Background: an optimization exercise with open tools, aiming at a short achievable clock period and few clock cycles. Do not read the settings as production practice.
Only simulation tests tie the RTL to the original design; equivalence was not proved.
The flow treats the clock pin as an ideal source. Dropping or thinning the clock tree relies on that and would not hold on a real chip.
No activity file was given, so power comes from the tool's default toggle rates.

job 3121:
Design round_robin_task_scheduler, start of the top module:
module round_robin_task_scheduler #(
    parameter int TASKS      = rrts_pkg::D_TASKS,
    parameter int MAILBOXES  = rrts_pkg::D_MAILBOXES,
    parameter int FIFO_DEPTH = rrts_pkg::D_FIFO_DEPTH,
    parameter int MSG_WIDTH  = rrts_pkg::D_MSG_WIDTH
) (
    input  logic                        i_clk,
    input  logic                        i_rst_n,
    input  logic                        i_cfg_we,
    input  logic [rrts_pkg::CFG_W-1:0]  i_cfg_data,
    input  logic                        i_cmd_valid,
    output logic                        o_cmd_ready,
    input  logic [rrts_pkg::CMD_W-1:0]  i_cmd_cmd,
    input  logic [rrts_pkg::TASK_W-1:0] i_cmd_target_task,
    input  logic [rrts_pkg::BOX_W-1:0]  i_cmd_box,
    input  logic [rrts_pkg::MSG_W-1:0]  i_cmd_message,
    output logic                        o_res_valid,
    input  logic                        i_res_ready,
    output logic [rrts_pkg::TASK_W-1:0] o_res_next_task,
    output logic                        o_res_all_idle,
    output logic                        o_res_ret_valid,
    output logic [rrts_pkg::MSG_W-1:0]  o_res_ret_message,
    output logic                        o_res_wake_valid,
    output logic [rrts_pkg::TASK_W-1:0] o_res_wake_task,
    output logic [rrts_pkg::MSG_W-1:0]  o_res_wake_message,
    output logic                        o_res_dropped,
    output logic                        o_res_recv_refused
);
Settings: LEC_CHECK=0, ABC_CLOCK_PERIOD_IN_PS=500, CAP_MARGIN=20, CORE_MARGIN=2, CORE_UTILIZATION=40, SETUP_SLACK_MARGIN=5, SLEW_MARGIN=20; clock period 8.0 ns.
standard.sh (not shown) runs the stock make flow with config.mk's settings and CLKGATE_MAP_FILE= SYNTH_SCRIPT=/design/flow/synth_recipe.tcl, a recipe that flattens the netlist after the stock synthesis.
==> flow/flow/run.sh <==
#!/bin/bash
set -euo pipefail
MARGIN=6
sed -E "s/SETUP_SLACK_MARGIN=[0-9.]+/SETUP_SLACK_MARGIN=${MARGIN}/" standard.sh > standard_tight.sh
grep -q "SETUP_SLACK_MARGIN=${MARGIN}" standard_tight.sh
export PRE_CTS_TCL="$PWD/flow/cts_hook.tcl"
bash standard_tight.sh > standard_tight.log 2>&1
Other scripts of this flow, unchanged in this note and not shown: flow/flow/cts_hook.tcl, flow/flow/mytree.tcl
Testbench counts of job 3121, summed over its fixed seeds: cycles 9,707.
### job 3121 -> job 4931
--- a/flow/config.mk
+++ b/flow/config.mk
@@ -8 +8 @@
-export ABC_CLOCK_PERIOD_IN_PS = 500
+export ABC_CLOCK_PERIOD_IN_PS = 1000
[summary]
Re first-pass GRT wire length: no difference whatsoever between job 4931 and job 3121. In summary, job 4931 completed successfully, with a layout that passed the timing, DRC and antenna checks. Job 3121 -> job 4931: largest fanout on the critical path delta 0, exact match. Reported for job 4931 and job 3121, wire length after detailed routing turned out identical to the last digit. The worst-case setup margin in the final layout was comparable across job 4931 and job 3121.
For job 6349, these inputs were changed with respect to job 4931:
--- a/flow/config.mk
+++ b/flow/config.mk
@@ -8 +8 @@
-export ABC_CLOCK_PERIOD_IN_PS = 1000
+export ABC_CLOCK_PERIOD_IN_PS = 2000
Notes after the runs:
Compared with job 4931, in job 6349 setup slack stayed essentially flat; count of mapped cells out of synthesis now sits at about the same level; aggregate global-route resource usage closely matched the old numbers.
Job 6349 -> job 4931: number of buffer and inverter stages on the critical path delta 0, exact match
Re wire length on met2: no difference whatsoever between job 4931 and job 6349.
Comparing job 6349 against job 4931, there is no change at all in worst reg-to-reg path cell count.
Between job 6349 and job 4931, the difference in hold slack is negligible.
Job 6349: no failed stages, no open violations at the end
Job 4931 was carried through to the last stage, and its layout satisfied the timing, DRC and antenna checks.
From job 6349 to job 4931, wire length did not move at all.
Job 4931 -> job 6349: initial core utilization flat
No run of this note takes its clock network from TritonCTS; it comes from the design's own scripts or RTL.

* * *

Another version of the RTL of round_robin_task_scheduler (not shown whole).
Size: roughly 1100 flip-flops, about 0.040 sq mm of cells after synthesis.
## round_robin_task_scheduler
module round_robin_task_scheduler #(
    parameter int TASKS      = rrts_pkg::D_TASKS,
    parameter int MAILBOXES  = rrts_pkg::D_MAILBOXES,
    parameter int FIFO_DEPTH = rrts_pkg::D_FIFO_DEPTH,
    parameter int MSG_WIDTH  = rrts_pkg::D_MSG_WIDTH
) (
    input  logic                        i_clk,
    input  logic                        i_rst_n,
    input  logic                        i_cfg_we,
    input  logic [rrts_pkg::CFG_W-1:0]  i_cfg_data,
    input  logic                        i_cmd_valid,
    output logic                        o_cmd_ready,
    input  logic [rrts_pkg::CMD_W-1:0]  i_cmd_cmd,
    input  logic [rrts_pkg::TASK_W-1:0] i_cmd_target_task,
    input  logic [rrts_pkg::BOX_W-1:0]  i_cmd_box,
    input  logic [rrts_pkg::MSG_W-1:0]  i_cmd_message,
    output logic                        o_res_valid,
    input  logic                        i_res_ready,
    output logic [rrts_pkg::TASK_W-1:0] o_res_next_task,
    output logic                        o_res_all_idle,
    output logic                        o_res_ret_valid,
    output logic [rrts_pkg::MSG_W-1:0]  o_res_ret_message,
    output logic                        o_res_wake_valid,
  ...
Settings: LEC_CHECK=0, ABC_CLOCK_PERIOD_IN_PS=2000, CAP_MARGIN=20, CORE_MARGIN=2, CORE_UTILIZATION=40, SETUP_SLACK_MARGIN=5, SLEW_MARGIN=20; clock period 8.0 ns.
run.sh (not shown) runs the stock make flow with config.mk's settings and CLKGATE_MAP_FILE= SYNTH_SCRIPT=/design/flow/synth_recipe.tcl, a recipe that flattens the netlist after the stock synthesis.
Stock flow here: none of the scripts above is used.
The starting point passed the timing, DRC and antenna checks.
Testbench counts at the start, summed over its fixed seeds: cycles 9,707.
==> next run, changes <==
==> flow/flow/run.sh (new file) <==
#!/bin/bash
set -euo pipefail
MARGIN=6
sed -E "s/SETUP_SLACK_MARGIN=[0-9.]+/SETUP_SLACK_MARGIN=${MARGIN}/" standard.sh > standard_tight.sh
grep -q "SETUP_SLACK_MARGIN=${MARGIN}" standard_tight.sh
bash standard_tight.sh > standard_tight.log 2>&1
==> flow/standard.sh (new file) <==
#!/bin/bash
# synth_recipe.tcl (not shown) runs the flow's synth.tcl, then flattens the netlist and writes it again
# the make line also repeats each setting of config.mk as NAME=value (left out here)
make -C /OpenROAD-flow-scripts/flow DESIGN_CONFIG=/design/flow/config.mk WORK_HOME=/design/flow/orfs CLKGATE_MAP_FILE= SYNTH_SCRIPT=/design/flow/synth_recipe.tcl "${@:-finish}"
removed: flow/run.sh
Effect:
- The changed run completed without violations
- synthesized cell count stays the same
- sequential share of layout area went down by 2.1 points
- worst hold slack loses 0.012 ns
- sequential power stays flat
- non-clock buffer count went up by 70
- routed wire length went up by a few percent
- register-to-register slack gains 0.22 ns
- utilization went up by 1.7 points
- critical path depth is unchanged

* * *

## job 5481
Another version of the RTL of round_robin_task_scheduler (not shown whole).
Size in the first run: about 3300 cells after synthesis.
## round_robin_task_scheduler
module round_robin_task_scheduler #(
    parameter int TASKS      = rrts_pkg::D_TASKS,
    parameter int MAILBOXES  = rrts_pkg::D_MAILBOXES,
    parameter int FIFO_DEPTH = rrts_pkg::D_FIFO_DEPTH,
    parameter int MSG_WIDTH  = rrts_pkg::D_MSG_WIDTH
) (
    input  logic                        i_clk,
    input  logic                        i_rst_n,
    input  logic                        i_cfg_we,
    input  logic [rrts_pkg::CFG_W-1:0]  i_cfg_data,
    input  logic                        i_cmd_valid,
    output logic                        o_cmd_ready,
    input  logic [rrts_pkg::CMD_W-1:0]  i_cmd_cmd,
    input  logic [rrts_pkg::TASK_W-1:0] i_cmd_target_task,
    input  logic [rrts_pkg::BOX_W-1:0]  i_cmd_box,
    input  logic [rrts_pkg::MSG_W-1:0]  i_cmd_message,
    output logic                        o_res_valid,
    input  logic                        i_res_ready,
    output logic [rrts_pkg::TASK_W-1:0] o_res_next_task,
    output logic                        o_res_all_idle,
    output logic                        o_res_ret_valid,
    output logic [rrts_pkg::MSG_W-1:0]  o_res_ret_message,
    output logic                        o_res_wake_valid,
    output logic [rrts_pkg::TASK_W-1:0] o_res_wake_task,
    output logic [rrts_pkg::MSG_W-1:0]  o_res_wake_message,
    output logic                        o_res_dropped,
    output logic                        o_res_recv_refused
);
    localparam int NT = 16;
    localparam int NB = 4;
    localparam int FD = 8;
    localparam int MW = 16;
    localparam int RES_W = 2 * rrts_pkg::TASK_W + 2 * rrts_pkg::MSG_W + 5;
    logic r_rst_n;
    always_ff @(posedge i_clk) begin
        r_rst_n <= i_rst_n;
    end
  ...
export LEC_CHECK = 0
export ABC_CLOCK_PERIOD_IN_PS = 2000
export CAP_MARGIN = 20
export CORE_MARGIN = 2
export CORE_UTILIZATION = 40
export SETUP_SLACK_MARGIN = 5
export SLEW_MARGIN = 20
create_clock -name core_clock -period 8.0 [get_ports {i_clk}]
standard.sh (not shown) runs the stock make flow with config.mk's settings and CLKGATE_MAP_FILE= SYNTH_SCRIPT=/design/flow/synth_recipe.tcl, a recipe that flattens the netlist after the stock synthesis.
==> flow/flow/run.sh <==
#!/bin/bash
set -euo pipefail
MARGIN=6
sed -E "s/SETUP_SLACK_MARGIN=[0-9.]+/SETUP_SLACK_MARGIN=${MARGIN}/" standard.sh > standard_tight.sh
grep -q "SETUP_SLACK_MARGIN=${MARGIN}" standard_tight.sh
export PRE_CTS_TCL="$PWD/flow/cts_hook.tcl"
bash standard_tight.sh > standard_tight.log 2>&1
==> flow/flow/cts_hook.tcl <==
# PRE_CTS hook: move each output port's register next to its output buffer,
# build a two-level clock tree (root buffers fed by the clock port, leaf
# buffers at register clusters) in place of ORFS's CTS, then let cts.tcl go on
# with its placement legalization and timing repair
source [file join [file dirname [info script]] mytree.tcl]
source [file join [file dirname [info script]] moveff.tcl]
move_out_flops
set clk_bterm [[ord::get_db_block] findBTerm i_clk]
set n_sinks [llength [[$clk_bterm getNet] getITerms]]
set n_leaf [expr {max(4, int(ceil($n_sinks / 18.0)))}]
mytree_build i_clk $n_leaf 4 sky130_fd_sc_hd__buf_8 sky130_fd_sc_hd__buf_16
set_propagated_clock [all_clocks]
rename clock_tree_synthesis orfs_clock_tree_synthesis
proc clock_tree_synthesis {args} {
  puts "clock_tree_synthesis skipped: the tree was built by cts_hook.tcl"
}
==> flow/flow/moveff.tcl <==
# move the register that drives each output port's buffer next to that buffer
proc move_out_flops {} {
  set block [ord::get_db_block]
  set die [$block getDieArea]
  set cx [expr {([$die xMin] + [$die xMax]) / 2}]
  set cy [expr {([$die yMin] + [$die yMax]) / 2}]
  set moved 0
  foreach bt [$block getBTerms] {
    if {[$bt getIoType] != "OUTPUT"} continue
    set net [$bt getNet]
    set buf ""
    foreach it [$net getITerms] { if {[$it isOutputSignal]} { set buf [$it getInst] } }
    if {$buf == ""} continue
    set in [lindex [lsearch -all -inline -not [lmap it [$buf getITerms] {expr {[$it isInputSignal] ? $it : ""}}] ""] 0]
    if {$in == ""} continue
    set n2 [$in getNet]
    if {[llength [$n2 getITerms]] != 2} continue
    set ff ""
    foreach it [$n2 getITerms] { if {[$it isOutputSignal]} { set ff [$it getInst] } }
    if {$ff == "" || ![[$ff getMaster] isSequential]} continue
    set b [$buf getBBox]
    set bx [$b xMin]; set by [$b yMin]
    # one cell width towards the die centre
    set dx [expr {$cx > $bx ? 3000 : -3000}]
    set dy [expr {$cy > $by ? 2720 : -2720}]
    if {abs($cx - $bx) > abs($cy - $by)} { set dy 0 } else { set dx 0 }
    $ff setLocation [expr {$bx + $dx}] [expr {$by + $dy}]
    incr moved
  }
  puts "move_out_flops: moved $moved registers next to their output buffers"
}
Other scripts of this flow, unchanged in this note and not shown: flow/flow/mytree.tcl
Testbench counts of job 5481, summed over its fixed seeds: cycles 9,707.
Changes in job 5828 relative to job 5481:
# job 5481
export LEC_CHECK = 0
export ABC_CLOCK_PERIOD_IN_PS = 2000
export CAP_MARGIN = 20
export CORE_MARGIN = 2
export CORE_UTILIZATION = 40
export SETUP_SLACK_MARGIN = 5
export SLEW_MARGIN = 20
create_clock -name core_clock -period 8.0 [get_ports {i_clk}]
# job 5828
export LEC_CHECK = 0
export ABC_CLOCK_PERIOD_IN_PS = 2000
export CAP_MARGIN = 20
export CORE_MARGIN = 2
export CORE_UTILIZATION = 55
export PLACE_DENSITY = 0.68
export SETUP_SLACK_MARGIN = 5
export SLEW_MARGIN = 20
create_clock -name core_clock -period 8.0 [get_ports {i_clk}]
==> flow/flow/cts_hook.tcl <==
# PRE_CTS hook: build a two-level clock tree (root buffers fed by the clock
# port, leaf buffers at register clusters) in place of ORFS's CTS, then let
# cts.tcl go on with its placement legalization and timing repair
source [file join [file dirname [info script]] mytree.tcl]
set clk_bterm [[ord::get_db_block] findBTerm i_clk]
set n_sinks [llength [[$clk_bterm getNet] getITerms]]
set n_leaf [expr {max(4, int(ceil($n_sinks / 20.0)))}]
mytree_build i_clk $n_leaf 4 sky130_fd_sc_hd__clkbuf_16 sky130_fd_sc_hd__clkbuf_16
set_propagated_clock [all_clocks]
rename clock_tree_synthesis orfs_clock_tree_synthesis
proc clock_tree_synthesis {args} {
  puts "clock_tree_synthesis skipped: the tree was built by cts_hook.tcl"
}
removed: flow/flow/moveff.tcl
### Flow results
Job 5828 ended up with a higher post-detailed-route via-to-cell ratio than job 5481 did.
The post-route total power number comes out lower for job 5481 vs job 5828.
Summary — chip width, job 5828 relative to job 5481: lower, by 15%.
In the metrics for job 5481 and job 5828, the one carrying the lower minimum hold slack is job 5828.
| length of the first detailed-routing pass in iterations | job 5828 vs job 5481 | ≈ equal |
In the metrics for job 5481 and job 5828, the one carrying the higher total non-filler cell area in the finished layout is job 5481.
In every run of this note, the design's own scripts or RTL, not TritonCTS, make the clock network.

* * *

Another version of the RTL of round_robin_task_scheduler (not shown whole).
Size in the first run: roughly 3400 cells after synthesis, ~1300 flip-flops, about 82 I/O pins, roughly 51000 sq um of cells after synthesis.
## round_robin_task_scheduler
module round_robin_task_scheduler #(
    parameter int TASKS      = rrts_pkg::D_TASKS,
    parameter int MAILBOXES  = rrts_pkg::D_MAILBOXES,
    parameter int FIFO_DEPTH = rrts_pkg::D_FIFO_DEPTH,
    parameter int MSG_WIDTH  = rrts_pkg::D_MSG_WIDTH
) (
    input  logic                        i_clk,
    input  logic                        i_rst_n,
    input  logic                        i_cfg_we,
    input  logic [rrts_pkg::CFG_W-1:0]  i_cfg_data,
    input  logic                        i_cmd_valid,
    output logic                        o_cmd_ready,
    input  logic [rrts_pkg::CMD_W-1:0]  i_cmd_cmd,
    input  logic [rrts_pkg::TASK_W-1:0] i_cmd_target_task,
    input  logic [rrts_pkg::BOX_W-1:0]  i_cmd_box,
    input  logic [rrts_pkg::MSG_W-1:0]  i_cmd_message,
    output logic                        o_res_valid,
    input  logic                        i_res_ready,
    output logic [rrts_pkg::TASK_W-1:0] o_res_next_task,
    output logic                        o_res_all_idle,
  ...
Settings: LEC_CHECK=0, ABC_CLOCK_PERIOD_IN_PS=2000, CAP_MARGIN=20, CORE_MARGIN=2, CORE_UTILIZATION=40, SETUP_SLACK_MARGIN=5, SLEW_MARGIN=20; clock period 8.0 ns.
==> flow/flow/run.sh <==
#!/bin/bash
set -euo pipefail
MARGIN=6
sed -E "s/SETUP_SLACK_MARGIN=[0-9.]+/SETUP_SLACK_MARGIN=${MARGIN}/" standard.sh > standard_tight.sh
grep -q "SETUP_SLACK_MARGIN=${MARGIN}" standard_tight.sh
bash standard_tight.sh > standard_tight.log 2>&1
The starting point finished with timing, DRC and antenna clean.
Testbench counts at the start, summed over its fixed seeds: cycles 9,707.
Rerun with:
Settings changed: CORE_UTILIZATION 40 to 60, PLACE_DENSITY set to 0.72.
Routed wire length is lower by about 0.65%.
Final cell count is lower by 11%.
Clock power is lower by about 3%.
Die area is lower by about 33%.
Worst hold slack is better by 0.0046 ns.
Sequential share of layout area is higher by 0.58 points.
Via count is higher by 2.3%.
Synthesized cell count is unchanged.
Core utilization is higher by 24 points.
Cell area is lower by 1.0%.
Power is about the same.

* * *

round_robin_task_scheduler with an RTL version that a note above also has.
Size: ~3300 cells after synthesis, about 1200 flip-flops.
Settings: LEC_CHECK=0, ABC_CLOCK_PERIOD_IN_PS=2000, CAP_MARGIN=20, CORE_MARGIN=2, CORE_UTILIZATION=40, SETUP_SLACK_MARGIN=5, SLEW_MARGIN=20; clock period 8.0 ns.
==> flow/flow/run.sh <==
#!/bin/bash
set -euo pipefail
MARGIN=5.6
sed -E "s/SETUP_SLACK_MARGIN=[0-9.]+/SETUP_SLACK_MARGIN=${MARGIN}/" standard.sh > standard_tight.sh
grep -q "SETUP_SLACK_MARGIN=${MARGIN}" standard_tight.sh
export PRE_CTS_TCL="$PWD/flow/cts_hook.tcl"
bash standard_tight.sh > standard_tight.log 2>&1
Other scripts of this flow, unchanged in this note and not shown: flow/flow/cts_hook.tcl, flow/flow/moveff.tcl, flow/flow/mytree.tcl
The starting point finished with timing, DRC and antenna clean.
Testbench counts at the start, summed over its fixed seeds: cycles 9,707.
Edit:
--- a/flow/flow/run.sh
+++ b/flow/flow/run.sh
@@ -1,5 +1,5 @@
 #!/bin/bash
 set -euo pipefail
-MARGIN=5.6
+MARGIN=6
 sed -E "s/SETUP_SLACK_MARGIN=[0-9.]+/SETUP_SLACK_MARGIN=${MARGIN}/" standard.sh > standard_tight.sh
 grep -q "SETUP_SLACK_MARGIN=${MARGIN}" standard_tight.sh
- CORE_UTILIZATION: 40 -> 60
- PLACE_DENSITY: not set -> 0.72
The new run passed the timing, DRC and antenna checks.
Die area went down by 33%.
Synthesized area does not change.
Total power barely changes.
Design area went up by 3.8%.
Final cell count went down by 8.5%.
First-iteration DRC count went up by 19%.
Via count went up by 7.1%.
In every run of this note, the design's own scripts or RTL, not TritonCTS, make the clock network.

[what the ideal ports hide]
In the flow no input, the clock included, has a driving cell. The finished layouts below were timed again as built, in two steps. Step 1 (the two cells are an assumption about what drives the block):
set clk [get_ports {i_clk}]
set_driving_cell -lib_cell sky130_fd_sc_hd__clkbuf_16 $clk
set_driving_cell -lib_cell sky130_fd_sc_hd__buf_2 [delete_from_list [all_inputs] $clk]
Step 2 times the ports against the registers' clock, not the clock port: input delays grow and output delays shrink by t, the midpoint of the rising clock arrivals with the driver on. Three values: ideal ports, drivers, drivers and shift; two values: the first two.
run	t (ns)	setup slack, ns	worst register clock-pin slew, ns
job 3121	0.603	5.435 / 5.292 / 4.962	0.09 / 0.09
job 4931	0.603	5.435 / 5.292 / 4.962	0.09 / 0.09
job 6349	0.603	5.435 / 5.292 / 4.962	0.09 / 0.09
the first run of note 2	0.743	5.043 / 4.972 / 4.378	0.07 / 0.07
the second run of note 2	0.740	5.118 / 5.057 / 4.609	0.07 / 0.07
job 5481	0.579	5.513 / 5.352 / 5.061	0.12 / 0.12
job 5828	0.598	5.419 / 5.279 / 5.035	0.10 / 0.10
the first run of note 4	0.803	5.187 / 5.109 / 5.254	0.06 / 0.06
the second run of note 4	0.750	5.131 / 5.065 / 5.136	0.07 / 0.07
the first run of note 5	0.578	5.527 / 5.368 / 5.150	0.12 / 0.12
the second run of note 5	0.566	5.486 / 5.334 / 5.029	0.12 / 0.12
After both steps every run listed still meets setup and hold. For the first run of note 2, which loses most, drivers alone change the setup slack by -0.071 ns; drivers and shift together by -0.665 ns.
